Background: an optimization exercise with open tools, aiming at a short achievable clock period and few clock cycles per item. Do not read the settings as production practice.
The RTL was checked by simulation tests, not by an equivalence proof against the original design.
Power figures rest on the tool's default switching activity, not on a simulated workload.

==> design/flow/design.v <==
`timescale 1ns/10ps
`default_nettype none
package rv_isa_pkg;
  localparam int XLEN = 32;
  typedef logic [XLEN-1:0] word_t;
  localparam int REG_AW = 5;
  typedef logic [REG_AW-1:0] reg_idx_t;
  localparam logic [6:0] OP_LOAD   = 7'b0000011;
  localparam logic [6:0] OP_STORE  = 7'b0100011;
  localparam logic [6:0] OP_BRANCH = 7'b1100011;
  localparam logic [6:0] OP_JALR   = 7'b1100111;
  localparam logic [6:0] OP_JAL    = 7'b1101111;
  localparam logic [6:0] OP_IMM    = 7'b0010011;
  localparam logic [6:0] OP_REG    = 7'b0110011;
  localparam logic [6:0] OP_SYSTEM = 7'b1110011;
  localparam logic [6:0] OP_AUIPC  = 7'b0010111;
  localparam logic [6:0] OP_LUI    = 7'b0110111;
  typedef struct packed {
    logic [6:0] funct7;
    reg_idx_t   rs2;
    reg_idx_t   rs1;
    logic [2:0] funct3;
    reg_idx_t   rd;
    logic [6:0] opcode;
  } r_fmt_t;
  typedef struct packed {
    logic [11:0] imm;
    reg_idx_t    rs1;
    logic [2:0]  funct3;
    reg_idx_t    rd;
    logic [6:0]  opcode;
  } i_fmt_t;
  typedef struct packed {
    logic [6:0] imm_hi;
    reg_idx_t   rs2;
    reg_idx_t   rs1;
    logic [2:0] funct3;
    logic [4:0] imm_lo;
    logic [6:0] opcode;
  } s_fmt_t;
  typedef struct packed {
    logic       imm_12;
    logic [5:0] imm_10_5;
    reg_idx_t   rs2;
    reg_idx_t   rs1;
    logic [2:0] funct3;
    logic [3:0] imm_4_1;
    logic       imm_11;
    logic [6:0] opcode;
  } b_fmt_t;
  typedef struct packed {
    logic [19:0] imm;
    reg_idx_t    rd;
    logic [6:0]  opcode;
  } u_fmt_t;
  typedef struct packed {
    logic       imm_20;
    logic [9:0] imm_10_1;
    logic       imm_11;
    logic [7:0] imm_19_12;
    reg_idx_t   rd;
    logic [6:0] opcode;
  } j_fmt_t;
  typedef union packed {
    r_fmt_t r_fmt;
    i_fmt_t i_fmt;
    s_fmt_t s_fmt;
    b_fmt_t b_fmt;
    u_fmt_t u_fmt;
    j_fmt_t j_fmt;
  } inst_t;
endpackage
`default_nettype wire
`timescale 1ns/10ps
`default_nettype none
package rv_ctrl_pkg;
  localparam int ALU_OP_W = 4;
  localparam logic [ALU_OP_W-1:0] ALU_ADD    = 4'd0;
  localparam logic [ALU_OP_W-1:0] ALU_SUB    = 4'd1;
  localparam logic [ALU_OP_W-1:0] ALU_AND    = 4'd2;
  localparam logic [ALU_OP_W-1:0] ALU_OR     = 4'd3;
  localparam logic [ALU_OP_W-1:0] ALU_XOR    = 4'd4;
  localparam logic [ALU_OP_W-1:0] ALU_SLL    = 4'd5;
  localparam logic [ALU_OP_W-1:0] ALU_SRL    = 4'd6;
  localparam logic [ALU_OP_W-1:0] ALU_SRA    = 4'd7;
  localparam logic [ALU_OP_W-1:0] ALU_SLT    = 4'd8;
  localparam logic [ALU_OP_W-1:0] ALU_SLTU   = 4'd9;
  localparam logic [ALU_OP_W-1:0] ALU_PASS_B = 4'd10;
  localparam logic [ALU_OP_W-1:0] ALU_LINK   = 4'd11;
  localparam int BR_OP_W = 3;
  localparam logic [BR_OP_W-1:0] BR_NONE = 3'd0;
  localparam logic [BR_OP_W-1:0] BR_EQ   = 3'd1;
  localparam logic [BR_OP_W-1:0] BR_NE   = 3'd2;
  localparam logic [BR_OP_W-1:0] BR_LT   = 3'd3;
  localparam logic [BR_OP_W-1:0] BR_GE   = 3'd4;
  localparam logic [BR_OP_W-1:0] BR_LTU  = 3'd5;
  localparam logic [BR_OP_W-1:0] BR_GEU  = 3'd6;
  localparam int FWD_W = 2;
  localparam logic [FWD_W-1:0] FWD_REG = 2'd0;
  localparam logic [FWD_W-1:0] FWD_MEM = 2'd1;
  localparam logic [FWD_W-1:0] FWD_WB  = 2'd2;
  localparam logic [31:0] NOP_WORD = 32'h0000_0013;
endpackage
`default_nettype wire
`timescale 1ns/10ps
`default_nettype none
module rv_regfile (
  input  logic                 clk,
  input  logic                 rst,
  input  rv_isa_pkg::reg_idx_t rs1,
  input  rv_isa_pkg::reg_idx_t rs2,
  input  rv_isa_pkg::reg_idx_t rd,
  input  rv_isa_pkg::word_t    rd_data,
  input  logic                 we,
  output rv_isa_pkg::word_t    rs1_data,
  output rv_isa_pkg::word_t    rs2_data
);
  rv_isa_pkg::word_t regs [1:2**rv_isa_pkg::REG_AW-1];
  function automatic rv_isa_pkg::word_t read_port(input rv_isa_pkg::reg_idx_t idx);
    if (idx == '0) begin
      read_port = '0;
    end else if (we && idx == rd) begin
      read_port = rd_data;
    end else begin
      read_port = regs[idx];
    end
  endfunction
  always_ff @(posedge clk) begin
    if (rst) begin
      for (int i = 1; i < 2**rv_isa_pkg::REG_AW; i++) begin
        regs[i] <= '0;
      end
    end else if (we) begin
      regs[rd] <= rd_data;
    end
  end
  always_comb begin
    rs1_data = read_port(rs1);
    rs2_data = read_port(rs2);
  end
endmodule
`default_nettype wire
`timescale 1ns/10ps
`default_nettype none
module rv_decoder (
  input  rv_isa_pkg::inst_t                inst,
  output rv_isa_pkg::reg_idx_t             rd,
  output rv_isa_pkg::reg_idx_t             rs1,
  output rv_isa_pkg::reg_idx_t             rs2,
  output rv_isa_pkg::word_t                imm,
  output logic [rv_ctrl_pkg::ALU_OP_W-1:0] alu_op,
  output logic [rv_ctrl_pkg::BR_OP_W-1:0]  br_op,
  output logic                             use_imm,
  output logic                             a_is_pc,
  output logic                             reg_we,
  output logic                             mem_rd,
  output logic                             mem_we,
  output logic                             is_jump,
  output logic                             is_jalr,
  output logic                             is_ecall
);
  logic [6:0] funct7;
  logic [2:0] funct3;
  logic       valid;
  function automatic logic [rv_ctrl_pkg::ALU_OP_W-1:0] alu_from_f3(input logic [2:0] f3, input logic alt);
    case (f3)
      3'b000:  alu_from_f3 = alt ? rv_ctrl_pkg::ALU_SUB : rv_ctrl_pkg::ALU_ADD;
      3'b001:  alu_from_f3 = rv_ctrl_pkg::ALU_SLL;
      3'b010:  alu_from_f3 = rv_ctrl_pkg::ALU_SLT;
      3'b011:  alu_from_f3 = rv_ctrl_pkg::ALU_SLTU;
      3'b100:  alu_from_f3 = rv_ctrl_pkg::ALU_XOR;
      3'b101:  alu_from_f3 = alt ? rv_ctrl_pkg::ALU_SRA : rv_ctrl_pkg::ALU_SRL;
      3'b110:  alu_from_f3 = rv_ctrl_pkg::ALU_OR;
      default: alu_from_f3 = rv_ctrl_pkg::ALU_AND;
    endcase
  endfunction
  assign funct7 = inst.r_fmt.funct7;
  assign funct3 = inst.r_fmt.funct3;
  always_comb begin
    rd       = inst.r_fmt.rd;
    rs1      = '0;
    rs2      = '0;
    imm      = '0;
    alu_op   = rv_ctrl_pkg::ALU_ADD;
    br_op    = rv_ctrl_pkg::BR_NONE;
    use_imm  = 1'b0;
    a_is_pc  = 1'b0;
    reg_we   = 1'b0;
    mem_rd   = 1'b0;
    mem_we   = 1'b0;
    is_jump  = 1'b0;
    is_jalr  = 1'b0;
    is_ecall = 1'b0;
    valid    = 1'b1;
    case (inst.r_fmt.opcode)
      rv_isa_pkg::OP_REG: begin
        rs1    = inst.r_fmt.rs1;
        rs2    = inst.r_fmt.rs2;
        reg_we = 1'b1;
        alu_op = alu_from_f3(funct3, funct7[5]);
        valid  = funct7 == 7'h00 ||
                 (funct7 == 7'h20 && (funct3 == 3'b000 || funct3 == 3'b101));
      end
      rv_isa_pkg::OP_IMM: begin
        rs1     = inst.i_fmt.rs1;
        imm     = {{20{inst.i_fmt.imm[11]}}, inst.i_fmt.imm};
        use_imm = 1'b1;
        reg_we  = 1'b1;
        alu_op  = alu_from_f3(funct3, funct3 == 3'b101 && funct7[5]);
        if (funct3 == 3'b001) begin
          valid = funct7 == 7'h00;
        end else if (funct3 == 3'b101) begin
          valid = funct7 == 7'h00 || funct7 == 7'h20;
        end
      end
      rv_isa_pkg::OP_LOAD: begin
        rs1     = inst.i_fmt.rs1;
        imm     = {{20{inst.i_fmt.imm[11]}}, inst.i_fmt.imm};
        use_imm = 1'b1;
        reg_we  = 1'b1;
        mem_rd  = 1'b1;
        valid   = funct3 == 3'b010;
      end
      rv_isa_pkg::OP_STORE: begin
        rs1     = inst.s_fmt.rs1;
        rs2     = inst.s_fmt.rs2;
        imm     = {{20{inst.s_fmt.imm_hi[6]}}, inst.s_fmt.imm_hi, inst.s_fmt.imm_lo};
        use_imm = 1'b1;
        mem_we  = 1'b1;
        valid   = funct3 == 3'b010;
      end
      rv_isa_pkg::OP_BRANCH: begin
        rs1 = inst.b_fmt.rs1;
        rs2 = inst.b_fmt.rs2;
        imm = {{19{inst.b_fmt.imm_12}}, inst.b_fmt.imm_12, inst.b_fmt.imm_11,
               inst.b_fmt.imm_10_5, inst.b_fmt.imm_4_1, 1'b0};
        case (funct3)
          3'b000:  br_op = rv_ctrl_pkg::BR_EQ;
          3'b001:  br_op = rv_ctrl_pkg::BR_NE;
          3'b100:  br_op = rv_ctrl_pkg::BR_LT;
          3'b101:  br_op = rv_ctrl_pkg::BR_GE;
          3'b110:  br_op = rv_ctrl_pkg::BR_LTU;
          3'b111:  br_op = rv_ctrl_pkg::BR_GEU;
          default: valid = 1'b0;
        endcase
      end
      rv_isa_pkg::OP_JAL: begin
        imm     = {{11{inst.j_fmt.imm_20}}, inst.j_fmt.imm_20, inst.j_fmt.imm_19_12,
                   inst.j_fmt.imm_11, inst.j_fmt.imm_10_1, 1'b0};
        alu_op  = rv_ctrl_pkg::ALU_LINK;
        a_is_pc = 1'b1;
        reg_we  = 1'b1;
        is_jump = 1'b1;
      end
      rv_isa_pkg::OP_JALR: begin
        rs1     = inst.i_fmt.rs1;
        imm     = {{20{inst.i_fmt.imm[11]}}, inst.i_fmt.imm};
        alu_op  = rv_ctrl_pkg::ALU_LINK;
        a_is_pc = 1'b1;
        reg_we  = 1'b1;
        is_jump = 1'b1;
        is_jalr = 1'b1;
        valid   = funct3 == 3'b000;
      end
      rv_isa_pkg::OP_LUI: begin
        imm     = {inst.u_fmt.imm, 12'h000};
        alu_op  = rv_ctrl_pkg::ALU_PASS_B;
        use_imm = 1'b1;
        reg_we  = 1'b1;
      end
      rv_isa_pkg::OP_AUIPC: begin
        imm     = {inst.u_fmt.imm, 12'h000};
        use_imm = 1'b1;
        a_is_pc = 1'b1;
        reg_we  = 1'b1;
      end
      rv_isa_pkg::OP_SYSTEM: begin
        is_ecall = inst == 32'h0000_0073;
        valid    = is_ecall;
      end
      default: valid = 1'b0;
    endcase
    if (!valid) begin
      rs1     = '0;
      rs2     = '0;
      br_op   = rv_ctrl_pkg::BR_NONE;
      reg_we  = 1'b0;
      mem_rd  = 1'b0;
      mem_we  = 1'b0;
      is_jump = 1'b0;
      is_jalr = 1'b0;
    end
    if (rd == '0) begin
      reg_we = 1'b0;
      mem_rd = 1'b0;
    end
  end
endmodule
`default_nettype wire
`timescale 1ns/10ps
`default_nettype none
module rv_add32 (
  input  logic [31:0] a,
  input  logic [31:0] b,
  input  logic        cin,
  output logic [31:0] s
);
  logic [31:0] g [6];
  logic [31:0] p [6];
  always_comb begin
    g[0] = a & b;
    p[0] = a ^ b;
    g[0][0] = (a[0] & b[0]) | ((a[0] ^ b[0]) & cin);
    for (int l = 0; l < 5; l++) begin
      for (int i = 0; i < 32; i++) begin
        if (i >= (1 << l)) begin
          g[l+1][i] = g[l][i] | (p[l][i] & g[l][i-(1<<l)]);
          p[l+1][i] = p[l][i] & p[l][i-(1<<l)];
        end else begin
          g[l+1][i] = g[l][i];
          p[l+1][i] = p[l][i];
        end
      end
    end
    s = (a ^ b) ^ {g[5][30:0], cin};
  end
endmodule
module rv_cmp32 (
  input  logic [31:0] a,
  input  logic [31:0] b,
  output logic        eq,
  output logic        lt,
  output logic        ltu
);
  logic [30:0] l [6];
  logic [30:0] e [6];
  always_comb begin
    l[0] = ~a[30:0] & b[30:0];
    e[0] = ~(a[30:0] ^ b[30:0]);
    for (int k = 0; k < 5; k++) begin
      for (int i = 0; i < 31; i++) begin
        if (i % (2 << k) == 0 && i + (1 << k) < 31) begin
          l[k+1][i] = l[k][i+(1<<k)] | (e[k][i+(1<<k)] & l[k][i]);
          e[k+1][i] = e[k][i+(1<<k)] & e[k][i];
        end else begin
          l[k+1][i] = l[k][i];
          e[k+1][i] = e[k][i];
        end
      end
    end
    eq  = (a[31] == b[31]) && e[5][0];
    ltu = (!a[31] && b[31]) || ((a[31] == b[31]) && l[5][0]);
    lt  = (a[31] && !b[31]) || ((a[31] == b[31]) && l[5][0]);
  end
endmodule
`default_nettype wire
`timescale 1ns/10ps
`default_nettype none
module rv_hazard (
  input  rv_isa_pkg::reg_idx_t          d_rs1,
  input  rv_isa_pkg::reg_idx_t          d_rs2,
  input  rv_isa_pkg::reg_idx_t          x_rs1,
  input  rv_isa_pkg::reg_idx_t          x_rs2,
  input  rv_isa_pkg::reg_idx_t          x_rd,
  input  rv_isa_pkg::reg_idx_t          m_rd,
  input  rv_isa_pkg::reg_idx_t          w_rd,
  input  logic                          x_mem_rd,
  input  logic                          m_reg_we,
  input  logic                          w_reg_we,
  input  logic                          redirect,
  output logic [rv_ctrl_pkg::FWD_W-1:0] fwd_a,
  output logic [rv_ctrl_pkg::FWD_W-1:0] fwd_b,
  output logic                          stall,
  output logic                          flush_d,
  output logic                          flush_x
);
  logic load_use;
  function automatic logic [rv_ctrl_pkg::FWD_W-1:0] fwd_sel(input rv_isa_pkg::reg_idx_t rs);
    if (m_reg_we && m_rd == rs) begin
      fwd_sel = rv_ctrl_pkg::FWD_MEM;
    end else if (w_reg_we && w_rd == rs) begin
      fwd_sel = rv_ctrl_pkg::FWD_WB;
    end else begin
      fwd_sel = rv_ctrl_pkg::FWD_REG;
    end
  endfunction
  always_comb begin
    fwd_a    = fwd_sel(x_rs1);
    fwd_b    = fwd_sel(x_rs2);
    load_use = x_mem_rd && (x_rd == d_rs1 || x_rd == d_rs2);
    stall    = load_use && !redirect;
    flush_d  = redirect;
    flush_x  = redirect || load_use;
  end
endmodule
`default_nettype wire
`timescale 1ns/10ps
`default_nettype none
module rv_core #(
  parameter rv_isa_pkg::word_t RESET_PC = 32'h0000_0100
) (
  input  logic              clk,
  input  logic              rst,
  output rv_isa_pkg::word_t imem_addr,
  input  rv_isa_pkg::word_t imem_data,
  output rv_isa_pkg::word_t dmem_addr,
  output rv_isa_pkg::word_t dmem_wdata,
  output logic              dmem_we,
  input  rv_isa_pkg::word_t dmem_rdata,
  output logic              halt,
  output rv_isa_pkg::word_t trace_pc,
  output rv_isa_pkg::word_t trace_inst
);
  localparam logic [6:0] OP_LOAD   = 7'b0000011;
  localparam logic [6:0] OP_STORE  = 7'b0100011;
  localparam logic [6:0] OP_BRANCH = 7'b1100011;
  localparam logic [6:0] OP_JALR   = 7'b1100111;
  localparam logic [6:0] OP_JAL    = 7'b1101111;
  localparam logic [6:0] OP_IMM    = 7'b0010011;
  localparam logic [6:0] OP_REG    = 7'b0110011;
  localparam logic [6:0] OP_AUIPC  = 7'b0010111;
  localparam logic [6:0] OP_LUI    = 7'b0110111;
  localparam int R_ADD = 0;
  localparam int R_SUB = 1;
  localparam int R_AND = 2;
  localparam int R_OR  = 3;
  localparam int R_XOR = 4;
  localparam int R_SLL = 5;
  localparam int R_SRL = 6;
  localparam int R_SLT = 7;
  localparam int R_SLTU = 8;
  localparam int R_ALT = 9;
  localparam int R_W   = 10;
  logic        x_redirect;
  logic        x_squash;
  logic        r_q;
  logic        r_sel;
  logic [31:0] r_xpc;
  logic [31:0] r_dpc;
  logic        d_v;
  logic        d_redirect;
  logic [31:0] d_redirect_pc;
  logic [31:0] x_redirect_pc;
  logic [31:0] pc;
  logic [31:0] f_inst;
  logic        f_is_jal;
  logic        f_is_br;
  logic        f_take;
  logic [31:0] f_tgt;
  logic [31:0] pc_next;
  assign imem_addr = pc;
  assign f_inst    = imem_data;
  localparam int BP_AW = 5;
  localparam int BP_N  = 2**BP_AW;
  localparam int JP_AW = 3;
  localparam int JP_N  = 2**JP_AW;
  logic [2:0]  bt_cnt  [BP_N];
  logic [2:0]  bt_trip [BP_N];
  logic        bt_tv   [BP_N];
  logic        bt_back [BP_N];
  logic [1:0]  bt_ctr  [BP_N];
  logic        bt_cv   [BP_N];
  logic        jt_v    [JP_N];
  logic [31:1] jt_tgt  [JP_N];
  logic [BP_AW-1:0] f_bidx;
  logic [JP_AW-1:0] f_jidx;
  logic        f_is_jalr;
  logic        f_br_take;
  logic [31:0] f_ptgt;
  assign f_bidx = pc[BP_AW+1:2];
  assign f_jidx = pc[JP_AW+1:2];
  localparam int LV_N = 8;
  logic        lv_v   [LV_N];
  logic [1:0]  lv_tag [LV_N];
  logic [31:1] lv_val [LV_N];
  logic [4:0]  f_rs1;
  logic        f_lv_hit;
  assign f_rs1    = f_inst[19:15];
  assign f_lv_hit = lv_v[f_rs1[2:0]] && lv_tag[f_rs1[2:0]] == f_rs1[4:3] &&
                    f_inst[31:20] == 12'd0;
  assign f_ptgt   = f_lv_hit ? {lv_val[f_rs1[2:0]], 1'b0} : {jt_tgt[f_jidx], 1'b0};
  logic f_lp_ok;
  logic d_addi;
  logic d_lp_zero;
  logic [31:0] d_lp_k;
  logic [31:0] d_lp_imm;
  assign d_addi    = d_v && d_faddi && !d_fwd1;
  assign d_lp_imm  = {{20{d_inst[31]}}, d_inst[31:20]};
  assign d_lp_k    = d_op1 ^ d_lp_imm;
  assign d_lp_zero = !d_lp_k[0] && (d_lp_k[31:1] == (d_op1[30:0] | d_lp_imm[30:0]));
  assign f_lp_ok   = d_addi && f_inst[24:20] == 5'd0 && f_inst[14:13] == 2'b00 &&
                     f_inst[19:15] == d_rd;
  logic [31:0] f_imm;
  logic [31:0] f_sum;
  logic [31:0] f_pc4;
  always_comb begin
    if (f_inst[3])
      f_imm = {{12{f_inst[31]}}, f_inst[19:12], f_inst[20], f_inst[30:21], 1'b0};
    else if (f_inst[2])
      f_imm = {f_inst[31:12], 12'h000};
    else
      f_imm = {{20{f_inst[31]}}, f_inst[7], f_inst[30:25], f_inst[11:8], 1'b0};
  end
  rv_add32 i_add_ftgt (.a(pc), .b(f_imm), .cin(1'b0), .s(f_sum));
  rv_add32 i_add_fpc4 (.a(pc), .b(32'd4), .cin(1'b0), .s(f_pc4));
  logic        f_ja_hit;
  logic [31:0] f_jsum;
  logic [31:0] f_jtgt;
  rv_add32 i_add_fjalr (.a(d_ftgt), .b({{20{f_inst[31]}}, f_inst[31:20]}), .cin(1'b0), .s(f_jsum));
  assign f_ja_hit = d_v && d_fauipc && d_rd == f_inst[19:15];
  assign f_jtgt   = f_ja_hit ? {f_jsum[31:1], 1'b0} : f_ptgt;
  always_comb begin
    f_is_jal  = f_inst[6:0] == OP_JAL;
    f_is_br   = f_inst[6:0] == OP_BRANCH && f_inst[14:13] != 2'b01;
    f_is_jalr = f_inst[6:0] == OP_JALR && f_inst[14:12] == 3'b000;
    if (f_lp_ok)
      f_br_take = f_inst[12] ^ d_lp_zero;
    else if (f_inst[31])
      f_br_take = bt_back[f_bidx];
    else if (bt_cv[f_bidx])
      f_br_take = bt_ctr[f_bidx][1];
    else
      f_br_take = f_inst[14:12] == 3'b001 || f_inst[14:12] == 3'b101;
    f_take = f_is_jal || (f_is_br && f_br_take) ||
             (f_is_jalr && (f_ja_hit || f_lv_hit || jt_v[f_jidx]));
    f_tgt = f_is_jalr ? f_jtgt : f_sum;
  end
  always_comb begin
    if (r_q)         pc_next = r_sel ? r_xpc : r_dpc;
    else if (f_take) pc_next = f_tgt;
    else             pc_next = f_pc4;
  end
  always_ff @(posedge clk) begin
    if (rst) pc <= RESET_PC;
    else     pc <= pc_next;
  end
  logic        d_valid;
  logic [31:0] d_pc;
  logic [31:0] d_inst;
  logic        d_pred;
  logic [31:1] d_ptgt;
  logic [31:0] d_ftgt;
  logic        d_fbr;
  logic        d_faddi;
  logic        d_fauipc;
  assign d_v = d_valid && !r_q;
  always_ff @(posedge clk) begin
    if (rst || r_q) begin
      d_valid <= 1'b0;
    end else begin
      d_valid <= 1'b1;
    end
  end
  always_ff @(posedge clk) begin
    d_pc   <= pc;
    d_inst <= f_inst;
    d_pred <= f_take;
    d_ptgt <= f_jtgt[31:1];
    d_ftgt <= f_tgt;
    d_fbr  <= f_is_br;
    d_faddi <= f_inst[6:0] == OP_IMM && f_inst[14:12] == 3'b000 && f_inst[11:7] != 5'd0;
    d_fauipc <= f_inst[6:0] == OP_AUIPC && f_inst[11:7] != 5'd0;
  end
  logic [6:0]  d_op;
  logic [2:0]  d_f3;
  logic [6:0]  d_f7;
  logic [4:0]  d_rd;
  logic [4:0]  d_rs1;
  logic [4:0]  d_rs2;
  logic        d_ok;
  logic        d_use1;
  logic        d_use2;
  logic        d_use_imm;
  logic        d_we;
  logic        d_load;
  logic        d_store;
  logic        d_is_br;
  logic        d_is_jalr;
  logic        d_ecall;
  logic [31:0] d_imm;
  logic [R_W-1:0] d_rsel;
  logic        d_link;
  logic        d_auipc;
  logic [31:0] d_target;
  logic [31:0] d_pc4;
  logic [31:0] d_alt;
  assign d_op  = d_inst[6:0];
  assign d_f3  = d_inst[14:12];
  assign d_f7  = d_inst[31:25];
  assign d_rd  = d_inst[11:7];
  always_comb begin
    d_ok      = 1'b0;
    d_use1    = 1'b0;
    d_use2    = 1'b0;
    d_use_imm = 1'b0;
    d_we      = 1'b0;
    d_load    = 1'b0;
    d_store   = 1'b0;
    d_is_br   = 1'b0;
    d_is_jalr = 1'b0;
    d_ecall   = 1'b0;
    d_imm     = {{20{d_inst[31]}}, d_inst[31:20]};
    d_rsel    = '0;
    d_link    = 1'b0;
    d_auipc   = 1'b0;
    case (d_op)
      OP_REG: begin
        d_ok   = d_f7 == 7'h00 || (d_f7 == 7'h20 && (d_f3 == 3'b000 || d_f3 == 3'b101));
        d_use1 = 1'b1;
        d_use2 = 1'b1;
        d_we   = 1'b1;
      end
      OP_IMM: begin
        d_ok      = d_f3 == 3'b001 ? d_f7 == 7'h00 :
                    d_f3 == 3'b101 ? (d_f7 == 7'h00 || d_f7 == 7'h20) : 1'b1;
        d_use1    = 1'b1;
        d_use_imm = 1'b1;
        d_we      = 1'b1;
      end
      OP_LOAD: begin
        d_ok      = d_f3 == 3'b010;
        d_use1    = 1'b1;
        d_use_imm = 1'b1;
        d_we      = 1'b1;
        d_load    = 1'b1;
      end
      OP_STORE: begin
        d_ok      = d_f3 == 3'b010;
        d_use1    = 1'b1;
        d_use2    = 1'b1;
        d_use_imm = 1'b1;
        d_store   = 1'b1;
        d_imm     = {{20{d_inst[31]}}, d_inst[31:25], d_inst[11:7]};
      end
      OP_BRANCH: begin
        d_ok    = d_f3[2:1] != 2'b01;
        d_use1  = 1'b1;
        d_use2  = 1'b1;
        d_is_br = 1'b1;
        d_imm   = {{20{d_inst[31]}}, d_inst[7], d_inst[30:25], d_inst[11:8], 1'b0};
      end
      OP_JAL: begin
        d_ok      = 1'b1;
        d_we      = 1'b1;
        d_imm     = {{12{d_inst[31]}}, d_inst[19:12], d_inst[20], d_inst[30:21], 1'b0};
        d_link    = 1'b1;
      end
      OP_JALR: begin
        d_ok      = d_f3 == 3'b000;
        d_use1    = 1'b1;
        d_use_imm = 1'b1;
        d_we      = 1'b1;
        d_is_jalr = 1'b1;
        d_link    = 1'b1;
      end
      OP_LUI: begin
        d_ok      = 1'b1;
        d_we      = 1'b1;
        d_imm     = {d_inst[31:12], 12'h000};
      end
      OP_AUIPC: begin
        d_ok      = 1'b1;
        d_we      = 1'b1;
        d_use_imm = 1'b1;
        d_imm     = {d_inst[31:12], 12'h000};
        d_auipc   = 1'b1;
      end
      default: begin
        d_ok    = 1'b0;
        d_ecall = d_inst == 32'h0000_0073;
      end
    endcase
    if (d_op == OP_REG || d_op == OP_IMM) begin
      case (d_f3)
        3'b000: d_rsel[(d_op == OP_REG && d_f7[5]) ? R_SUB : R_ADD] = 1'b1;
        3'b001: d_rsel[R_SLL]  = 1'b1;
        3'b010: d_rsel[R_SLT]  = 1'b1;
        3'b011: d_rsel[R_SLTU] = 1'b1;
        3'b100: d_rsel[R_XOR]  = 1'b1;
        3'b101: d_rsel[R_SRL]  = 1'b1;
        3'b110: d_rsel[R_OR]   = 1'b1;
        default: d_rsel[R_AND] = 1'b1;
      endcase
    end else if (d_op == OP_LUI || d_op == OP_JAL || d_op == OP_JALR) begin
      d_rsel[R_ALT] = 1'b1;
    end else begin
      d_rsel[R_ADD] = 1'b1;
    end
    if (!d_ok || !d_v) begin
      d_use1    = 1'b0;
      d_use2    = 1'b0;
      d_we      = 1'b0;
      d_load    = 1'b0;
      d_store   = 1'b0;
      d_is_br   = 1'b0;
      d_is_jalr = 1'b0;
    end
    if (!d_v) d_ecall = 1'b0;
    if (d_rd == 5'd0) begin
      d_we   = 1'b0;
      d_load = 1'b0;
    end
  end
  assign d_rs1 = d_use1 ? d_inst[19:15] : 5'd0;
  assign d_rs2 = d_use2 ? d_inst[24:20] : 5'd0;
  assign d_target = d_ftgt;
  rv_add32 i_add_dpc4 (.a(d_pc), .b(32'd4), .cin(1'b0), .s(d_pc4));
  assign d_alt    = d_link ? d_pc4 : d_imm;
  logic [4:0]  w_rd;
  logic [31:0] w_data;
  logic        w_we;
  logic [4:0]  f_rs1i;
  logic [4:0]  f_rs2i;
  logic [31:0] rf1;
  logic [31:0] rf2;
  logic [31:0] d_rf1;
  logic [31:0] d_rf2;
  assign f_rs1i = f_inst[19:15];
  assign f_rs2i = f_inst[24:20];
  rv_regfile i_rv_regfile (
    .clk      (clk),
    .rst      (rst),
    .rs1      (f_rs1i),
    .rs2      (f_rs2i),
    .rd       (w_rd),
    .rd_data  (w_data),
    .we       (w_we),
    .rs1_data (rf1),
    .rs2_data (rf2)
  );
  always_ff @(posedge clk) begin
    d_rf1 <= rf1;
    d_rf2 <= rf2;
  end
  logic [31:0] m_result;
  logic [4:0]  m_rd;
  logic        m_we;
  logic        m_load;
  logic [31:0] m_wbval;
  logic [31:0] d_op1;
  logic [31:0] d_op2;
  logic        x_we;
  logic        x_load;
  logic [4:0]  x_rd;
  assign m_wbval = m_load ? dmem_rdata : m_result;
  logic d_fx1, d_fx2;
  logic d_fm1, d_fm2;
  logic d_fw1, d_fw2;
  always_ff @(posedge clk) begin
    d_fx1 <= d_we && d_rd == f_rs1i;
    d_fx2 <= d_we && d_rd == f_rs2i;
    d_fm1 <= x_we && !x_squash && x_rd == f_rs1i;
    d_fm2 <= x_we && !x_squash && x_rd == f_rs2i;
    d_fw1 <= m_we && m_rd == f_rs1i;
    d_fw2 <= m_we && m_rd == f_rs2i;
  end
  assign d_op1 = d_fm1 ? m_wbval : (d_fw1 ? w_data : d_rf1);
  assign d_op2 = d_fm2 ? m_wbval : (d_fw2 ? w_data : d_rf2);
  logic d_fwd1;
  logic d_fwd2;
  assign d_fwd1 = d_fx1;
  assign d_fwd2 = d_fx2;
  logic d_eq;
  logic d_lt;
  logic d_ltu;
  logic d_cond;
  logic d_br_res;
  rv_cmp32 i_cmp_d (.a(d_op1), .b(d_op2), .eq(d_eq), .lt(d_lt), .ltu(d_ltu));
  always_comb begin
    case (d_f3[2:1])
      2'b00:   d_cond = d_eq;
      2'b10:   d_cond = d_lt;
      default: d_cond = d_ltu;
    endcase
    d_cond = d_cond ^ d_f3[0];
  end
  assign d_br_res      = d_v && d_fbr && !d_fwd1 && !d_fwd2;
  assign d_redirect    = d_br_res && d_cond != d_pred;
  assign d_redirect_pc = d_pred ? d_pc4 : d_target;
  logic        x_valid;
  logic        x_store;
  logic        x_is_br;
  logic        x_is_jalr;
  logic        x_ecall;
  logic        x_pred;
  logic        x_dres;
  logic [31:1] x_ptgt;
  logic [2:0]  x_f3;
  logic [31:0] x_pc;
  logic [31:0] x_inst;
  logic [31:0] x_a;
  logic [31:0] x_b;
  logic [31:0] x_sd;
  logic        x_fa;
  logic        x_fb;
  logic        x_fsd;
  logic        x_fla;
  logic        x_flb;
  logic        x_flsd;
  logic [31:0] x_alt;
  logic [31:0] x_target;
  logic [31:0] x_pc4;
  logic [R_W-1:0] x_rsel;
  logic [8:0]  x_ssel;
  logic [8:0]  d_ssel;
  logic        x_sra;
  logic        x_sub;
  logic [2:0]  x_bsel;
  logic        x_binv;
  logic        d_sub;
  assign d_sub = d_op == OP_REG && d_f3 == 3'b000 && d_f7[5];
  always_comb begin
    logic nfa, nfla, nfb, nflb;
    nfa  = d_fwd1 && d_use1 && !x_load;
    nfla = d_fwd1 && d_use1 && x_load;
    nfb  = d_fwd2 && !d_use_imm && !x_load;
    nflb = d_fwd2 && !d_use_imm && x_load;
    d_ssel = '0;
    if (d_rsel[R_ADD] || d_rsel[R_SUB]) begin
      case ({nfa, nfla, nfb, nflb})
        4'b1000: d_ssel[1] = 1'b1;
        4'b0010: d_ssel[d_sub ? 3 : 2] = 1'b1;
        4'b1010: d_ssel[4] = !d_sub;
        4'b0100: d_ssel[5] = 1'b1;
        4'b0001: d_ssel[d_sub ? 7 : 6] = 1'b1;
        4'b0101: d_ssel[8] = !d_sub;
        default: d_ssel[0] = 1'b1;
      endcase
    end
  end
  always_ff @(posedge clk) begin
    if (rst) x_squash <= 1'b0;
    else     x_squash <= x_redirect;
  end
  always_ff @(posedge clk) begin
    if (rst) r_q <= 1'b0;
    else     r_q <= x_redirect || d_redirect;
  end
  always_ff @(posedge clk) begin
    r_sel <= x_redirect;
    r_xpc <= x_redirect_pc;
    r_dpc <= d_redirect_pc;
  end
  always_ff @(posedge clk) begin
    if (rst || !d_v) begin
      x_valid   <= 1'b0;
      x_we      <= 1'b0;
      x_load    <= 1'b0;
      x_store   <= 1'b0;
      x_is_br   <= 1'b0;
      x_is_jalr <= 1'b0;
      x_ecall   <= 1'b0;
    end else begin
      x_valid   <= 1'b1;
      x_we      <= d_we;
      x_load    <= d_load;
      x_store   <= d_store;
      x_is_br   <= d_is_br;
      x_is_jalr <= d_is_jalr;
      x_ecall   <= d_ecall;
    end
  end
  always_ff @(posedge clk) begin
    x_pred   <= d_pred;
    x_dres   <= d_br_res;
    x_ptgt   <= d_ptgt;
    x_f3     <= d_f3;
    x_pc     <= d_pc;
    x_inst   <= d_inst;
    x_rd     <= d_rd;
    x_a      <= d_auipc ? d_pc : d_op1;
    x_b      <= d_use_imm ? d_imm : (d_sub ? ~d_op2 : d_op2);
    x_sd     <= d_op2;
    x_fa     <= d_fwd1 && d_use1 && !x_load;
    x_fb     <= d_fwd2 && !d_use_imm && !x_load;
    x_fsd    <= d_fwd2 && !x_load;
    x_fla    <= d_fwd1 && d_use1 && x_load;
    x_flb    <= d_fwd2 && !d_use_imm && x_load;
    x_flsd   <= d_fwd2 && x_load;
    x_alt    <= d_alt;
    x_target <= d_target;
    x_pc4    <= d_pc4;
    x_rsel   <= d_rsel;
    x_ssel   <= d_ssel;
    x_sra    <= d_f7[5];
    x_sub    <= d_sub;
    x_bsel   <= {d_f3[2] & d_f3[1], d_f3[2] & !d_f3[1], !d_f3[2]};
    x_binv   <= d_f3[0] ^ d_pred;
  end
  logic [31:0] a;
  logic [31:0] b;
  logic [31:0] sd;
  logic [31:0] ld;
  logic [31:0] sum00, sum10, sum01, sum11, sumL0, sum0L, sumLL;
  logic [31:0] dif01, dif0L;
  logic [31:0] sum;
  logic        eq00, eq10, eq01, eqL0, eq0L;
  logic        lt00, lt10, lt01, ltL0, lt0L;
  logic        ltu00, ltu10, ltu01, ltuL0, ltu0L;
  logic        eq;
  logic        lt;
  logic        ltu;
  logic        cond_raw;
  logic        x_mispredict;
  logic [31:0] shl;
  logic [31:0] shr;
  logic [31:0] x_result;
  assign ld = dmem_rdata;
  assign a  = x_fa  ? m_result : (x_fla  ? ld : x_a);
  assign b  = x_fb  ? m_result : (x_flb  ? ld : x_b);
  assign sd = x_fsd ? m_result : (x_flsd ? ld : x_sd);
  rv_add32 i_add00 (.a(x_a),      .b(x_b),       .cin(x_sub), .s(sum00));
  rv_add32 i_add10 (.a(m_result), .b(x_b),       .cin(x_sub), .s(sum10));
  rv_add32 i_add01 (.a(x_a),      .b(m_result),  .cin(1'b0),  .s(sum01));
  rv_add32 i_dif01 (.a(x_a),      .b(~m_result), .cin(1'b1),  .s(dif01));
  rv_add32 i_add11 (.a(m_result), .b(m_result),  .cin(1'b0),  .s(sum11));
  rv_add32 i_addL0 (.a(ld),       .b(x_b),       .cin(x_sub), .s(sumL0));
  rv_add32 i_add0L (.a(x_a),      .b(ld),        .cin(1'b0),  .s(sum0L));
  rv_add32 i_dif0L (.a(x_a),      .b(~ld),       .cin(1'b1),  .s(dif0L));
  rv_add32 i_addLL (.a(ld),       .b(ld),        .cin(1'b0),  .s(sumLL));
  always_comb begin
    case ({x_fa, x_fla, x_fb, x_flb})
      4'b1000: sum = sum10;
      4'b0010: sum = x_sub ? dif01 : sum01;
      4'b1010: sum = x_sub ? 32'd0 : sum11;
      4'b0100: sum = sumL0;
      4'b0001: sum = x_sub ? dif0L : sum0L;
      4'b0101: sum = x_sub ? 32'd0 : sumLL;
      default: sum = sum00;
    endcase
  end
  rv_cmp32 i_cmp00 (.a(x_a),      .b(x_b),      .eq(eq00), .lt(lt00), .ltu(ltu00));
  rv_cmp32 i_cmp10 (.a(m_result), .b(x_b),      .eq(eq10), .lt(lt10), .ltu(ltu10));
  rv_cmp32 i_cmp01 (.a(x_a),      .b(m_result), .eq(eq01), .lt(lt01), .ltu(ltu01));
  rv_cmp32 i_cmpL0 (.a(ld),       .b(x_b),      .eq(eqL0), .lt(ltL0), .ltu(ltuL0));
  rv_cmp32 i_cmp0L (.a(x_a),      .b(ld),       .eq(eq0L), .lt(lt0L), .ltu(ltu0L));
  always_comb begin
    case ({x_fa, x_fla, x_fb, x_flb})
      4'b1000: begin eq = eq10; lt = lt10; ltu = ltu10; end
      4'b0010: begin eq = eq01; lt = lt01; ltu = ltu01; end
      4'b0100: begin eq = eqL0; lt = ltL0; ltu = ltuL0; end
      4'b0001: begin eq = eq0L; lt = lt0L; ltu = ltu0L; end
      4'b1010, 4'b0101: begin eq = 1'b1; lt = 1'b0; ltu = 1'b0; end
      default: begin eq = eq00; lt = lt00; ltu = ltu00; end
    endcase
  end
  assign shl = a << b[4:0];
  assign shr = $signed({x_sra & a[31], a}) >>> b[4:0];
  always_comb begin
    x_result = '0;
    x_result = ({32{x_ssel[0]}} & sum00) | ({32{x_ssel[1]}} & sum10) |
               ({32{x_ssel[2]}} & sum01) | ({32{x_ssel[3]}} & dif01) |
               ({32{x_ssel[4]}} & sum11) | ({32{x_ssel[5]}} & sumL0) |
               ({32{x_ssel[6]}} & sum0L) | ({32{x_ssel[7]}} & dif0L) |
               ({32{x_ssel[8]}} & sumLL);
    if (x_rsel[R_AND])  x_result = x_result | (a & b);
    if (x_rsel[R_OR])   x_result = x_result | (a | b);
    if (x_rsel[R_XOR])  x_result = x_result | (a ^ b);
    if (x_rsel[R_SLL])  x_result = x_result | shl;
    if (x_rsel[R_SRL])  x_result = x_result | shr;
    if (x_rsel[R_SLT])  x_result = x_result | {31'd0, lt};
    if (x_rsel[R_SLTU]) x_result = x_result | {31'd0, ltu};
    if (x_rsel[R_ALT])  x_result = x_result | x_alt;
  end
  assign cond_raw = (x_bsel[0] & eq) | (x_bsel[1] & lt) | (x_bsel[2] & ltu);
  function automatic logic jalr_check(input logic [31:0] ra, input logic [31:0] rb,
                                      input logic [31:1] pt);
    logic [31:1] jk;
    logic [30:1] jco;
    jk  = ra[31:1] ^ rb[31:1] ^ pt;
    jco = (ra[30:1] & rb[30:1]) | ((ra[30:1] ^ rb[30:1]) & jk[30:1]);
    jalr_check = (jk[1] == (ra[0] & rb[0])) && (jco == jk[31:2]);
  endfunction
  logic jalr_ok;
  logic jalr_ok_x;
  logic jalr_ok_m;
  logic jalr_ok_l;
  assign jalr_ok_x = jalr_check(x_a, x_b, x_ptgt);
  assign jalr_ok_m = jalr_check(m_result, x_b, x_ptgt);
  assign jalr_ok_l = jalr_check(ld, x_b, x_ptgt);
  assign jalr_ok   = x_fa ? jalr_ok_m : (x_fla ? jalr_ok_l : jalr_ok_x);
  assign x_mispredict = x_is_br && !x_dres && (cond_raw ^ x_binv) && !x_squash;
  assign x_redirect   = ((x_ecall || (x_is_jalr && !(x_pred && jalr_ok))) && !x_squash) ||
                        x_mispredict;
  always_comb begin
    if (x_is_jalr)                    x_redirect_pc = {sum[31:1], 1'b0};
    else if (x_ecall)                 x_redirect_pc = x_pc;
    else if (x_pred)                  x_redirect_pc = x_pc4;
    else                              x_redirect_pc = x_target;
  end
  logic x_link;
  assign x_link = x_rsel[R_ALT] && (x_inst[6:0] == OP_JAL || x_inst[6:0] == OP_JALR);
  always_ff @(posedge clk) begin
    if (rst) begin
      for (int i = 0; i < LV_N; i++) lv_v[i] <= 1'b0;
    end else if (x_we && !x_squash) begin
      if (x_link)
        lv_v[x_rd[2:0]] <= 1'b1;
      else if (lv_tag[x_rd[2:0]] == x_rd[4:3])
        lv_v[x_rd[2:0]] <= 1'b0;
    end
  end
  always_ff @(posedge clk) begin
    if (x_we && !x_squash && x_link) begin
      lv_tag[x_rd[2:0]] <= x_rd[4:3];
      lv_val[x_rd[2:0]] <= x_pc4[31:1];
    end
  end
  logic             m_bu;
  logic             m_back;
  logic             m_taken;
  logic [BP_AW-1:0] m_bidx;
  logic             m_ju;
  logic [JP_AW-1:0] m_jidx;
  logic [31:1]      m_jtgt;
  always_ff @(posedge clk) begin
    if (rst) begin
      m_bu <= 1'b0;
      m_ju <= 1'b0;
    end else begin
      m_bu <= x_is_br && !x_squash;
      m_ju <= x_is_jalr && !x_squash;
    end
  end
  logic             w_bu;
  logic             w_back;
  logic [BP_AW-1:0] w_bidx;
  logic [2:0]       w_cnt;
  logic [2:0]       w_trip;
  logic             w_tv;
  logic             w_bk;
  logic [1:0]       w_ctr;
  logic [BP_AW-1:0] x_bidx;
  logic             xw_hit;
  logic [2:0]       m_cnt;
  logic [2:0]       m_trip;
  logic             m_tv;
  logic [1:0]       m_ctr;
  assign x_bidx = x_pc[BP_AW+1:2];
  assign xw_hit = w_bu && w_bidx == x_bidx;
  always_ff @(posedge clk) begin
    m_back  <= x_inst[31];
    m_taken <= cond_raw ^ x_f3[0];
    m_bidx  <= x_bidx;
    m_jidx  <= x_pc[JP_AW+1:2];
    m_jtgt  <= sum[31:1];
    m_cnt   <= (xw_hit && w_back) ? w_cnt  : bt_cnt[x_bidx];
    m_trip  <= (xw_hit && w_back) ? w_trip : bt_trip[x_bidx];
    m_tv    <= (xw_hit && w_back) ? w_tv   : bt_tv[x_bidx];
    m_ctr   <= (xw_hit && !w_back) ? w_ctr :
               bt_cv[x_bidx] ? bt_ctr[x_bidx] :
               (x_f3 == 3'b001 || x_f3 == 3'b101) ? 2'd2 : 2'd1;
  end
  logic       mw_hit;
  logic [2:0] u_cnt;
  logic [2:0] u_trip;
  logic       u_tv;
  logic [1:0] u_ctr;
  logic [2:0] n_cnt;
  logic [2:0] n_trip;
  logic       n_tv;
  logic [1:0] n_ctr;
  logic       n_back;
  assign mw_hit = w_bu && w_bidx == m_bidx;
  assign u_cnt  = (mw_hit && w_back) ? w_cnt  : m_cnt;
  assign u_trip = (mw_hit && w_back) ? w_trip : m_trip;
  assign u_tv   = (mw_hit && w_back) ? w_tv   : m_tv;
  assign u_ctr  = (mw_hit && !w_back) ? w_ctr : m_ctr;
  always_comb begin
    n_cnt  = u_cnt;
    n_trip = u_trip;
    n_tv   = u_tv;
    if (m_taken) begin
      if (u_cnt != 3'd7) n_cnt = u_cnt + 3'd1;
      else               n_tv  = 1'b0;
    end else begin
      n_cnt  = 3'd0;
      n_trip = u_cnt + 3'd1;
      n_tv   = u_cnt != 3'd7;
    end
    n_back = !n_tv || ({1'b0, n_cnt} + 4'd1 < {1'b0, n_trip});
    if (m_taken) n_ctr = u_ctr == 2'd3 ? 2'd3 : u_ctr + 2'd1;
    else         n_ctr = u_ctr == 2'd0 ? 2'd0 : u_ctr - 2'd1;
  end
  always_ff @(posedge clk) begin
    if (rst) w_bu <= 1'b0;
    else     w_bu <= m_bu;
  end
  always_ff @(posedge clk) begin
    w_back <= m_back;
    w_bidx <= m_bidx;
    w_cnt  <= n_cnt;
    w_trip <= n_trip;
    w_tv   <= n_tv;
    w_bk   <= n_back;
    w_ctr  <= n_ctr;
  end
  always_ff @(posedge clk) begin
    if (rst) begin
      for (int i = 0; i < BP_N; i++) begin
        bt_cnt[i]  <= 3'd0;
        bt_tv[i]   <= 1'b0;
        bt_back[i] <= 1'b1;
        bt_cv[i]   <= 1'b0;
      end
    end else if (w_bu) begin
      if (w_back) begin
        bt_cnt[w_bidx]  <= w_cnt;
        bt_tv[w_bidx]   <= w_tv;
        bt_back[w_bidx] <= w_bk;
      end else begin
        bt_cv[w_bidx]   <= 1'b1;
      end
    end
  end
  always_ff @(posedge clk) begin
    if (w_bu && w_back)  bt_trip[w_bidx] <= w_trip;
    if (w_bu && !w_back) bt_ctr[w_bidx]  <= w_ctr;
  end
  always_ff @(posedge clk) begin
    if (rst) begin
      for (int i = 0; i < JP_N; i++) jt_v[i] <= 1'b0;
    end else if (m_ju) begin
      jt_v[m_jidx] <= 1'b1;
    end
  end
  always_ff @(posedge clk) begin
    if (m_ju) jt_tgt[m_jidx] <= m_jtgt;
  end
  logic        m_valid;
  logic        m_store;
  logic        m_ecall;
  logic [31:0] m_pc;
  logic [31:0] m_inst;
  logic [31:0] m_sd;
  always_ff @(posedge clk) begin
    if (rst) begin
      m_valid <= 1'b0;
      m_we    <= 1'b0;
      m_load  <= 1'b0;
      m_store <= 1'b0;
      m_ecall <= 1'b0;
    end else begin
      m_valid <= x_valid && !x_squash;
      m_we    <= x_we && !x_squash;
      m_load  <= x_load && !x_squash;
      m_store <= x_store && !x_squash;
      m_ecall <= x_ecall && !x_squash;
    end
  end
  always_ff @(posedge clk) begin
    m_result <= x_result;
    m_sd     <= sd;
    m_rd     <= x_rd;
    m_pc     <= x_pc;
    m_inst   <= x_inst;
  end
  assign dmem_addr  = m_result;
  assign dmem_wdata = m_sd;
  assign dmem_we    = m_store;
  logic [31:0] w_pc;
  logic [31:0] w_inst;
  logic        w_ecall;
  always_ff @(posedge clk) begin
    if (rst) begin
      w_pc    <= '0;
      w_we    <= 1'b0;
      w_ecall <= 1'b0;
    end else begin
      w_pc    <= m_valid ? m_pc : 32'd0;
      w_we    <= m_we;
      w_ecall <= m_ecall;
    end
  end
  always_ff @(posedge clk) begin
    w_data <= m_wbval;
    w_rd   <= m_rd;
    w_inst <= m_inst;
  end
  assign halt       = w_ecall;
  assign trace_pc   = w_pc;
  assign trace_inst = w_inst;
endmodule
`default_nettype wire
==> design/flow/flow/run.sh <==
#!/bin/bash
# The standard layout, except that synthesis and repair may not use the
# slow four-input and other wide stacked gates.
# Each step's full output is kept in a log file in this folder.
set -euo pipefail
HERE=$(pwd)
cat > "$HERE/flow_config.mk" <<EOC
include $HERE/config.mk
export DONT_USE_CELLS += sky130_fd_sc_hd__or4_1 sky130_fd_sc_hd__or4_2 sky130_fd_sc_hd__or4_4 sky130_fd_sc_hd__nor4_1 sky130_fd_sc_hd__nor4_2 sky130_fd_sc_hd__nor4_4 sky130_fd_sc_hd__or4b_1 sky130_fd_sc_hd__or4b_2 sky130_fd_sc_hd__or4b_4 sky130_fd_sc_hd__or4bb_1 sky130_fd_sc_hd__or4bb_2 sky130_fd_sc_hd__or4bb_4 sky130_fd_sc_hd__nor4b_1 sky130_fd_sc_hd__nor4b_2 sky130_fd_sc_hd__nor4b_4 sky130_fd_sc_hd__nor4bb_1 sky130_fd_sc_hd__nor4bb_2 sky130_fd_sc_hd__nor4bb_4 sky130_fd_sc_hd__a2111oi_0 sky130_fd_sc_hd__a2111oi_1 sky130_fd_sc_hd__a2111oi_2 sky130_fd_sc_hd__a2111oi_4 sky130_fd_sc_hd__o2111ai_1 sky130_fd_sc_hd__o2111ai_2 sky130_fd_sc_hd__o2111ai_4 sky130_fd_sc_hd__o41ai_1 sky130_fd_sc_hd__o41a_1 sky130_fd_sc_hd__a2111o_1 sky130_fd_sc_hd__o2111a_1 sky130_fd_sc_hd__a41oi_1 sky130_fd_sc_hd__o41ai_2 sky130_fd_sc_hd__o41ai_4 sky130_fd_sc_hd__a41oi_2 sky130_fd_sc_hd__a41oi_4 sky130_fd_sc_hd__and4_1 sky130_fd_sc_hd__and4_2 sky130_fd_sc_hd__and4_4 sky130_fd_sc_hd__and4b_1 sky130_fd_sc_hd__and4b_2 sky130_fd_sc_hd__and4b_4 sky130_fd_sc_hd__and4bb_1 sky130_fd_sc_hd__and4bb_2 sky130_fd_sc_hd__and4bb_4 sky130_fd_sc_hd__nand4_1 sky130_fd_sc_hd__nand4_2 sky130_fd_sc_hd__nand4_4 sky130_fd_sc_hd__nand4b_1 sky130_fd_sc_hd__nand4b_2 sky130_fd_sc_hd__nand4b_4 sky130_fd_sc_hd__nand4bb_1 sky130_fd_sc_hd__nand4bb_2 sky130_fd_sc_hd__nand4bb_4 sky130_fd_sc_hd__a311oi_1 sky130_fd_sc_hd__a311oi_2 sky130_fd_sc_hd__a311oi_4 sky130_fd_sc_hd__o311ai_0 sky130_fd_sc_hd__o311ai_1 sky130_fd_sc_hd__o311ai_2 sky130_fd_sc_hd__o311ai_4 sky130_fd_sc_hd__a311o_1 sky130_fd_sc_hd__a311o_2 sky130_fd_sc_hd__a311o_4 sky130_fd_sc_hd__o311a_1 sky130_fd_sc_hd__o311a_2 sky130_fd_sc_hd__o311a_4 sky130_fd_sc_hd__a2111o_2 sky130_fd_sc_hd__a2111o_4 sky130_fd_sc_hd__o2111a_2 sky130_fd_sc_hd__o2111a_4 sky130_fd_sc_hd__or3_1 sky130_fd_sc_hd__or3b_1 sky130_fd_sc_hd__nor3_1 sky130_fd_sc_hd__o32ai_1 sky130_fd_sc_hd__a32oi_1
EOC
bash standard.sh DESIGN_CONFIG="$HERE/flow_config.mk" synth > synth.log 2>&1
bash standard.sh DESIGN_CONFIG="$HERE/flow_config.mk" finish > layout.log 2>&1
==> design/flow/standard.sh <==
#!/bin/bash
# synth_recipe.tcl (not shown) runs the flow's synth.tcl, then flattens the netlist and writes it again
# the make line also repeats each setting of config.mk as NAME=value (left out here)
make -C /OpenROAD-flow-scripts/flow DESIGN_CONFIG=/design/flow/config.mk WORK_HOME=/design/flow/orfs CLKGATE_MAP_FILE= SYNTH_SCRIPT=/design/flow/synth_recipe.tcl "${@:-finish}"
==> design/flow/config.mk <==
export PLATFORM = sky130hd
export DESIGN_NAME = rv_core
export DESIGN_NICKNAME = rv_core
export VERILOG_FILES = /design/flow/design.v
export SDC_FILE = /design/flow/constraint.sdc
export NUM_CORES = 4
export LEC_CHECK = 0
export ABC_CLOCK_PERIOD_IN_PS = 3000
export CAP_MARGIN = 20
export CORE_MARGIN = 2
export CORE_UTILIZATION = 40
export SETUP_SLACK_MARGIN = 5
export SLEW_MARGIN = 20
==> design/flow/constraint.sdc <==
create_clock -name core_clock -period 8.0 [get_ports {clk}]
set_input_delay 1.6000 -clock core_clock [delete_from_list [all_inputs] [get_ports {clk}]]
set_output_delay 1.6000 -clock core_clock [all_outputs]
set_load 0.01 [all_outputs]
==> summary.txt <==
registers in the layout (all words and copies together) (netlist names), 64 cells and up:
name / cells
i_rv_regfile.regs: 1024
jt_tgt: 248
lv_val: 248
bt_cnt: 96
bt_trip: 96
bt_ctr: 64
stage by stage:
| stage | total power [mW] | cell area, sq um |
|---|---|---|
| 2_1_floorplan | 25.3 | 157000 |
| 3_3_place_gp | 31.8 | 164000 |
| 3_5_place_dp | 31.8 | 165000 |
| 4_1_cts | 50.3 | 192000 |
| 5_1_grt | 53.0 | 198000 |
| 6_report | 52.0 | 198000 |
cells by family (layout without fill, tap and decap cells):
kind of cell,after synthesis,count (layout)
xor gates and xnor gates,532,532
and+or+nand+nor,3896,3907
buffers and inverters,1330,2660
DFF,2814,2814
muxes,1464,1464
adders and majority gates,683,683
AOI/OAI and AO/OA,2548,2549
other,0,49
layout by cell type, fill, tap and decap left out, drive strengths merged, types with 578 or more instances in the layout:
cell type,n
o21ai,627
edfxtp,1832
and2,1216
mux2i,608
buf,1591
nand2,959
a21oi,623
dfxtp,982
mux4,753
ha,578
nor2,990
what timing repair did:
| item | CTS | global route |
|---|---|---|
| buffers inserted | 664 | 230 |
| resized for setup | 3130 | 653 |
| pin swaps | 491 | 348 |
| cloned | 87 | 16 |
| endpoints found under the setup margin | 2132 | 761 |
| endpoints found under the hold margin | 0 | 0 |
power by group through the flow:
stage	Clock, mW	Combinational (mW)	Sequential (mW)
floorplan	0	7.71	17.6
global placement	0	13.9	17.9
detailed placement	0	13.9	17.9
CTS	15.2	17.5	17.6
global route	15.8	19.5	17.7
finish	15.2	19.2	17.7
worst min path at each step:
stage | start | slack [ns] | endpoint | cells after the start
finish | x_inst[22] | 0.32 | m_inst[22] | 0
global route | m_inst[27] | 0.33 | w_inst[27] | 0
CTS | x_inst[21] | 0.32 | m_inst[21] | 0
detailed placement | x_inst[21] | 0.31 | m_inst[21] | 0
global placement | m_inst[31] | 0.31 | w_inst[31] | 0
floorplan | x_inst[14] | 0.31 | m_inst[14] | 0
metal layers:
layer  vias to the layer above  GRT usage  part of all wire
met2                      8188      0.552              0.43
met3                      2249      0.101              0.11
met1                     62200      0.461              0.36
met5                         -          0           0.00020
met4                        22      0.286             0.097
li1                      50900          -                 -
cell type report:
type	instances	area (sq um)	area share
clock buffers	432	8980	0.0454
diodes	49	123	0.000620
repair buffers	1648	18500	0.0936
clock inverters	148	1680	0.00848
inverters	429	1810	0.00917
repair inverters	3	32.5	0.000165
well taps	5038	6300	0.0319
flip-flops and latches	2814	75100	0.380
multi-input cells	9135	85100	0.431
==> impl_table.tex <==
\begin{tabular}{lr}
\hline
Metric & Value \\
\hline
\multicolumn{2}{l}{\textbf{Timing}} \\
Worst-Margin Slew & 1.28 ns \\
PnR worst setup slack & 3.75 ns \\
Portion of the clock cycle consumed by the worst path in the final layout & 0.531 \\
Timing-limited maximum frequency & 235 MHz \\
Max-Slew Margin vs Limit & 0.139 \\
Worst clock skew & 0.0644 ns \\
Post-route setup TNS & 0 ns \\
Setup repair after global routing missed its margin & yes \\
Final count of pins violating max slew & 0 \\
Final Hold Viols & 0 \\
Min cycle time layout & 4.25 ns \\
Post-route worst hold slack & 0.324 ns \\
Final number of setup-violating endpoints & 0 \\
\multicolumn{2}{l}{\textbf{Power}} \\
Internal power summed over all cells & 32.4 mW \\
PD cells & 263 nW/um\^{}2 \\
Sequential fraction of design power & 0.340 \\
Highest ir drop seen on vdd & 170 uV \\
Sw frac & 0.377 \\
Clk pwr share & 0.292 \\
Combinational Power Share & 0.369 \\
Net switching component of the power & 19.6 mW \\
Total leakage power & 74.3 nW \\
\multicolumn{2}{l}{\textbf{Clock tree}} \\
Number of CTS-inserted buffers & 314 \\
H-tree Lvls & 5 \\
Cts hold-fix bufs & 0 \\
Worst-path clk slew & 0.06 ns \\
Clk\_lat worst skew & 0.98 ns \\
TritonCTS clock tree & built \\
Root cell of the clock tree & sky130\_fd\_sc\_hd\_\_clkbuf\_16 \\
Maximum number of buffers from clock root to sink & 4 \\
Clock tree sinks & 2814 \\
\multicolumn{2}{l}{\textbf{Yosys}} \\
Number of library cell types mapped by synthesis & 78 \\
Commonest cells in the netlist & sky130\_fd\_sc\_hd\_\_edfxtp\_1 (1832), sky130\_fd\_sc\_hd\_\_and2\_1 (1210), sky130\_fd\_sc\_hd\_\_nor2\_1 (987) \\
Multiplexer fraction of the synthesized cell area & 0.157 \\
Combinational family with the most area after synthesis & multiplexers \\
Number of instances in the synthesized netlist & 13300 \\
Syn nets & 14000 \\
Register bit total from synthesis & 2814 \\
Synth top area cells & sky130\_fd\_sc\_hd\_\_edfxtp\_1 (36\%), sky130\_fd\_sc\_hd\_\_dfxtp\_1 (13\%), sky130\_fd\_sc\_hd\_\_mux4\_2 (11\%) \\
Mean instance size in the synthesized netlist & 11.6 sq um \\
Leading area contributor after synthesis & sky130\_fd\_sc\_hd\_\_edfxtp\_1 \\
Most common cell in the netlist & sky130\_fd\_sc\_hd\_\_edfxtp\_1 \\
Share of the synthesized area in the top cell type & 0.358 \\
Post-Syn Area & 154000 sq um \\
Sequential-to-total area share from yosys stat & 0.485 \\
Synth Area in Adders & 0.0605 \\
Compound-gate portion of the synthesized area & 0.107 \\
Synth Area in XOR/XNOR & 0.0303 \\
Synth warn & 8 \\
Number of flops mapped to enable cells by yosys & 1832 \\
Area share of and/or/nand/nor cells after synthesis & 0.126 \\
Share of synthesized flip-flops with an asynchronous set or reset & 0 \\
Most common flop cell mapped by yosys & sky130\_fd\_sc\_hd\_\_edfxtp\_1 \\
\multicolumn{2}{l}{\textbf{Global routing}} \\
GRT Resource Usage Total & 0.372 \\
Maximum number of pins on one net before global-route repair & 78 \\
First-pass GRT wire length & 1000000 um \\
Total congestion overflow after global routing & 0 \\
Initial antenna violation count & 61 \\
Number of global-route vias before repair & 118000 \\
\multicolumn{2}{l}{\textbf{Layout}} \\
Number of filler instances in the final layout & 32800 \\
Area overhead of the layout relative to synthesis & 28.5\% \\
Fraction of final layout cells sized beyond drive strength 1 & 0.329 \\
Number of nets in the layout & 15100 \\
Final Instance Count excl. Fillers & 19700 \\
Finished Core Util & 0.517 \\
\multicolumn{2}{l}{\textbf{Min path}} \\
Class of the most critical hold timing path & flop to flop \\
\multicolumn{2}{l}{\textbf{Place}} \\
Count of port buffers added during placement & 227 \\
Placed wire-length estimate & 496000 um \\
RePlAce Congestion & 1.08 \\
Placement-stage worst setup slack & 1.33 ns \\
Number of placed cells counting well taps & 18100 \\
\multicolumn{2}{l}{\textbf{Floorplanning}} \\
Cell row count & 227 \\
Total I/O pin count & 228 \\
Core outline area & 383000 sq um \\
Overall die area & 390000 sq um \\
Die H & 624 um \\
Die width & 624 um \\
Starting density of the core & 0.402 \\
\multicolumn{2}{l}{\textbf{Worst setup path}} \\
Number of stages on the worst setup path & 16 \\
R2r startpoint & x\_sub \\
Required time reported for the critical path endpoint & 8.83 ns \\
CP Max Fanout & 3 \\
Capturing instance or port of the critical path & r\_xpc[30] \\
Reg-to-reg slack, setup & 3.77 ns \\
Cell with the largest stage delay on the worst path & sky130\_fd\_sc\_hd\_\_mux2\_4 \\
Kind of capture point of the worst setup path & flop \\
Start-to-end type of the worst setup path & primary input to flop \\
Cell class contributing the biggest share of worst-path delay & compound AO/OA/AOI/OAI gates \\
Buf+Inv Stages, Crit Path & 3 \\
Path depth of the worst reg2reg path & 16 \\
Arr. time, crit path & 5.08 ns \\
CP Launch Type & primary input \\
Worst Setup SP & dmem\_rdata[0] \\
Worst reg2reg path endpoint & r\_xpc[30] \\
Cells traversed along the worst timing path & buf\_12 > fa\_2 > inv\_2 > fa\_2 > or2\_4 > a221oi\_4 > o221ai\_4 > a211oi\_4 > buf\_6 > nor2\_4 > o31ai\_4 > mux2\_4 > a221oi\_2 > nor3b\_4 > a31oi\_2 > mux2\_4 \\
Largest stage delay, worst path & 0.35 ns \\
\multicolumn{2}{l}{\textbf{Outcome}} \\
Run status & finished clean \\
\multicolumn{2}{l}{\textbf{Flow run}} \\
Maximum capacitance violations & 0 \\
\multicolumn{2}{l}{\textbf{Drt}} \\
Via-per-instance ratio & 6.28 \\
Wire length reported by the detailed router & 747000 um \\
Post-route antenna net violation count & 0 \\
DRC marker count from the first detailed-route iteration & 17300 \\
Routed vias & 124000 \\
DRC errors left & 0 \\
Drt pass-1 iters & 11 \\
DR WL/cell & 37.9 um \\
\hline
\end{tabular}
Testbench counts, summed over its fixed seeds: cycles 161,846, instrs 157,230.

[what the ideal ports hide]
How much do the figures lean on ideal ports? The routed layout below was timed once more, with nothing changed but the port constraints.
Step 1 (the two cells are an assumption about what drives the block):
set clk [get_ports {clk}]
set_driving_cell -lib_cell sky130_fd_sc_hd__clkbuf_16 $clk
set_driving_cell -lib_cell sky130_fd_sc_hd__buf_2 [delete_from_list [all_inputs] $clk]
Step 2 adds t to the input delays and takes it off the output delays; t is the mean of the earliest and latest rising clock arrival at the registers after step 1. Input paths then give back, and output paths get back, about the clock's delay inside the block.
Three values: ideal ports, drivers, drivers and shift; two values: the first two.
t, ns: 1.052
setup slack, ns: 3.750 / 3.719 / 2.666
worst setup path after step 2: input to register
worst register clock-pin slew, ns: 0.08 / 0.08
cell pins on the clock port's net: 1
After both steps setup and hold are still met in this run. The setup slack of this run moves by -0.031 ns with the drivers and by -1.084 ns with both steps.
